From an optimization exercise on the open Yosys and OpenROAD flow, aimed at small area; shortcuts taken in it are not production practice.
In this exercise RTL edits were held to simulation tests only and were not proved equivalent to the original.

==> inputs of v15 <==
// gp_baseband_regs
module gp_baseband_regs #(
  parameter int ACC_W = 18
) (
  input  logic                                 axi_clk,
  input  logic                                 axi_rstn,
  input  logic [31:0]                          s_axi_awaddr,
  input  logic                                 s_axi_awvalid,
  output logic                                 s_axi_awready,
  input  logic [31:0]                          s_axi_wdata,
  input  logic [3:0]                           s_axi_wstrb,
  input  logic                                 s_axi_wvalid,
  output logic                                 s_axi_wready,
  output logic [1:0]                           s_axi_bresp,
  output logic                                 s_axi_bvalid,
  input  logic                                 s_axi_bready,
  input  logic [31:0]                          s_axi_araddr,
  input  logic                                 s_axi_arvalid,
  output logic                                 s_axi_arready,
  output logic [31:0]                          s_axi_rdata,
  output logic [1:0]                           s_axi_rresp,
  output logic                                 s_axi_rvalid,
  input  logic                                 s_axi_rready,
  input  logic                                 dump_pulse,
  input  logic signed [ACC_W-1:0]              i_early,
  input  logic signed [ACC_W-1:0]              q_early,
  input  logic signed [ACC_W-1:0]              i_prompt,
  input  logic signed [ACC_W-1:0]              q_prompt,
  input  logic signed [ACC_W-1:0]              i_late,
  input  logic signed [ACC_W-1:0]              q_late,
  input  gp_meas_pkg::epoch_t                  epoch_dump,
  input  gp_meas_pkg::epoch_t                  tic_epoch,
  input  logic [gp_meas_pkg::CODE_PHASE_W-1:0] tic_code_phase,
  input  logic [gp_meas_pkg::CODE_NCO_W-1:0]   tic_code_nco,
  input  logic [gp_meas_pkg::CARR_CYCLE_W-1:0] tic_carr_cycle,
  input  logic [gp_meas_pkg::CARR_NCO_W-1:0]   tic_carr_nco,
  output logic                                 tic_pulse
);
export LEC_CHECK = 0
export CAP_MARGIN = 20
export CORE_MARGIN = 2
export CORE_UTILIZATION = 60
export SLEW_MARGIN = 20
export SYNTH_HIERARCHICAL = 1
create_clock -name core_clock -period 6.0 [get_ports {axi_clk}]
standard.sh (not shown) runs the stock make flow with config.mk's settings and CLKGATE_MAP_FILE= SYNTH_SCRIPT=/design/flow/synth_recipe.tcl, a recipe that flattens the netlist after the stock synthesis.
==> flow/flow/run.sh <==
#!/bin/bash
# Standard ORFS layout with two changes: the ports are buffered with the smallest buffer, and
# the clock tree groups about 9 flip-flops on each leaf buffer and adds no dummy loads.
set -euo pipefail
bash standard.sh synth > synth.log 2>&1
bash standard.sh "BUFFER_PORTS_ARGS=-buffer_cell sky130_fd_sc_hd__buf_1" \
  "CTS_ARGS=-sink_clustering_enable -repair_clock_nets -dont_use_dummy_load -buf_list sky130_fd_sc_hd__clkbuf_4 -root_buf sky130_fd_sc_hd__clkbuf_8 -sink_clustering_size 9 -sink_clustering_max_diameter 50" \
  finish > layout.log 2>&1
==> v26 (differences from v15) <==
--- a/flow/design.v
+++ b/flow/design.v
@@ -389,30 +389,32 @@
       for (int b = 0; b < 4; b++) begin
         if (wsel == 2'd1 && wstrb_q[b]) tic_cycles[8*b +: 8] <= wdata_q[8*b +: 8];
       end
       if (wsel == 2'd2 && wstrb_q[0]) tic_enable <= wdata_q[0];
     end
   end
   assign en_host = pend_ctl ? wdata_q[0] : tic_enable;
   function automatic logic [31:0] carries(input logic [31:0] q, input logic c0);
-    logic [1:0] seg;
+    logic [3:0] seg;
     seg[0] = c0;
-    seg[1] = c0 && (&q[15:0]);
-    for (int k = 0; k < 2; k++) begin
-      carries[16*k] = seg[k];
-      for (int i = 1; i < 16; i++) carries[16*k+i] = carries[16*k+i-1] && q[16*k+i-1];
+    seg[1] = c0 && (&q[7:0]);
+    seg[2] = c0 && (&q[7:0]) && (&q[15:8]);
+    seg[3] = c0 && (&q[7:0]) && (&q[15:8]) && (&q[23:16]);
+    for (int k = 0; k < 4; k++) begin
+      carries[8*k] = seg[k];
+      for (int i = 1; i < 8; i++) carries[8*k+i] = carries[8*k+i-1] && q[8*k+i-1];
     end
   endfunction
   logic [31:0] cnt1;
   logic [31:0] cnt1_cy;
   logic        hit;
   logic        run;
   assign cnt1_cy = carries(cnt1, 1'b1);
-  assign hit     = cnt1 == tic_cycles || tic_cycles[31:1] == 31'd0;
+  assign hit     = cnt1 == tic_cycles;
   assign run     = axi_rstn && tic_enable && !hit;
   always_ff @(posedge axi_clk) begin
     cnt1      <= {{31{run}} & (cnt1[31:1] ^ cnt1_cy[31:1]), !run || !cnt1[0]};
     tic_pulse <= axi_rstn && tic_enable && hit;
   end
   logic [ACC_W-1:0]  d_ie, d_qe, d_ip, d_qp, d_il, d_ql;
   logic [15:0]       d_epoch;
   logic [15:0]       m_epoch;
==> flow/flow/run.sh (replaced) <==
#!/bin/bash
# Standard ORFS layout with two changes: the ports are buffered with the smallest buffer, and
# the clock tree groups about 8 flip-flops on each leaf buffer.
set -euo pipefail
bash standard.sh synth > synth.log 2>&1
bash standard.sh "BUFFER_PORTS_ARGS=-buffer_cell sky130_fd_sc_hd__buf_1" \
  "CTS_ARGS=-sink_clustering_enable -repair_clock_nets -buf_list sky130_fd_sc_hd__clkbuf_4 -root_buf sky130_fd_sc_hd__clkbuf_8 -sink_clustering_size 8 -sink_clustering_max_diameter 50" \
  finish > layout.log 2>&1
Settings changed: CORE_UTILIZATION 60 to 40.
==> v27 (differences from v15) <==
--- a/flow/design.v
+++ b/flow/design.v
@@ -389,30 +389,32 @@
       for (int b = 0; b < 4; b++) begin
         if (wsel == 2'd1 && wstrb_q[b]) tic_cycles[8*b +: 8] <= wdata_q[8*b +: 8];
       end
       if (wsel == 2'd2 && wstrb_q[0]) tic_enable <= wdata_q[0];
     end
   end
   assign en_host = pend_ctl ? wdata_q[0] : tic_enable;
   function automatic logic [31:0] carries(input logic [31:0] q, input logic c0);
-    logic [1:0] seg;
+    logic [3:0] seg;
     seg[0] = c0;
-    seg[1] = c0 && (&q[15:0]);
-    for (int k = 0; k < 2; k++) begin
-      carries[16*k] = seg[k];
-      for (int i = 1; i < 16; i++) carries[16*k+i] = carries[16*k+i-1] && q[16*k+i-1];
+    seg[1] = c0 && (&q[7:0]);
+    seg[2] = c0 && (&q[7:0]) && (&q[15:8]);
+    seg[3] = c0 && (&q[7:0]) && (&q[15:8]) && (&q[23:16]);
+    for (int k = 0; k < 4; k++) begin
+      carries[8*k] = seg[k];
+      for (int i = 1; i < 8; i++) carries[8*k+i] = carries[8*k+i-1] && q[8*k+i-1];
     end
   endfunction
   logic [31:0] cnt1;
   logic [31:0] cnt1_cy;
   logic        hit;
   logic        run;
   assign cnt1_cy = carries(cnt1, 1'b1);
-  assign hit     = cnt1 == tic_cycles || tic_cycles[31:1] == 31'd0;
+  assign hit     = cnt1 == tic_cycles;
   assign run     = axi_rstn && tic_enable && !hit;
   always_ff @(posedge axi_clk) begin
     cnt1      <= {{31{run}} & (cnt1[31:1] ^ cnt1_cy[31:1]), !run || !cnt1[0]};
     tic_pulse <= axi_rstn && tic_enable && hit;
   end
   logic [ACC_W-1:0]  d_ie, d_qe, d_ip, d_qp, d_il, d_ql;
   logic [15:0]       d_epoch;
   logic [15:0]       m_epoch;
==> flow/flow/run.sh (replaced) <==
#!/bin/bash
# Standard ORFS layout with two changes: the ports are buffered with the smallest buffer, and
# the clock tree groups about 10 flip-flops on each leaf buffer and adds no dummy loads.
set -euo pipefail
bash standard.sh synth > synth.log 2>&1
bash standard.sh "BUFFER_PORTS_ARGS=-buffer_cell sky130_fd_sc_hd__buf_1" \
  "CTS_ARGS=-sink_clustering_enable -repair_clock_nets -dont_use_dummy_load -buf_list sky130_fd_sc_hd__clkbuf_4 -root_buf sky130_fd_sc_hd__clkbuf_8 -sink_clustering_size 10 -sink_clustering_max_diameter 50" \
  finish > layout.log 2>&1
==> flow_metrics.env <==
export IMPL_finalCritPeriodShare_pct=70.87
export IMPL_grt_pass1_wl_mm=59.05
export IMPL_drt_wl_total_mm=40.22
export IMPL_critPathMaxFanout=38
export IMPL_antenna_cells=2
export IMPL_worst_path_stages=19
export IMPL_status="timing/DRC/antenna clean"
export IMPL_wl_met3_mm=3.413
export IMPL_arrival_ns=4.71
(the above is from v15)
==> flow_metrics.env <==
export IMPL_wl_met3_mm=4.173
export IMPL_drt_wl_total_mm=44.31
export IMPL_arrival_ns=3.91
export IMPL_status="timing/DRC/antenna clean"
export IMPL_fin_ws_ns=2.649
export IMPL_powerClk_uw=1780
export IMPL_worst_path_stages=8
export IMPL_worst_skew_pair_late_latency_ns=0.66
export IMPL_grt_pass1_wl_mm=65.15
export IMPL_place_inst=1930
(the above is from v26)
==> flow_metrics.env <==
export IMPL_worst_path_stages=9
export IMPL_wl_met3_mm=3.327
export IMPL_antenna_cells=9
export IMPL_arrival_ns=4.05
export IMPL_grt_pass1_wl_mm=60.09
export IMPL_io_pins=341
export IMPL_status="timing/DRC/antenna clean"
export IMPL_finalCritPeriodShare_pct=59.38
export IMPL_drt_wl_total_mm=40.68
(the above is from v27)

==> what the ideal ports hide <==
The flow's constraints put no driver on any port. The routed layouts listed below were extracted and timed again, unchanged, in two steps.
Step 1 (the two cells are an assumption about what drives the block):
set clk [get_ports {axi_clk}]
set_driving_cell -lib_cell sky130_fd_sc_hd__clkbuf_16 $clk
set_driving_cell -lib_cell sky130_fd_sc_hd__buf_2 [delete_from_list [all_inputs] $clk]
Step 2 moves the port delays by t, midway between the first and last clock arrival at a register: inputs arrive t later, outputs are due t later. That takes back most of the time a late clock gives input paths.
Three values: no drivers, after step 1, after step 2; two values: the first two.
run	t (ns)	slack for setup (ns)	hold WS [ns]
v15	0.586	1.748 / 1.720 / 1.134	0.434 / 0.434 / 0.434
v26	0.683	2.649 / 2.627 / 1.985	0.465 / 0.465 / 0.465
v27	0.595	2.437 / 2.464 / 1.869	0.463 / 0.463 / 0.463
After both steps every run listed still meets setup and hold. For v26, which loses most, drivers alone change the setup slack by -0.022 ns; drivers and shift together by -0.664 ns.
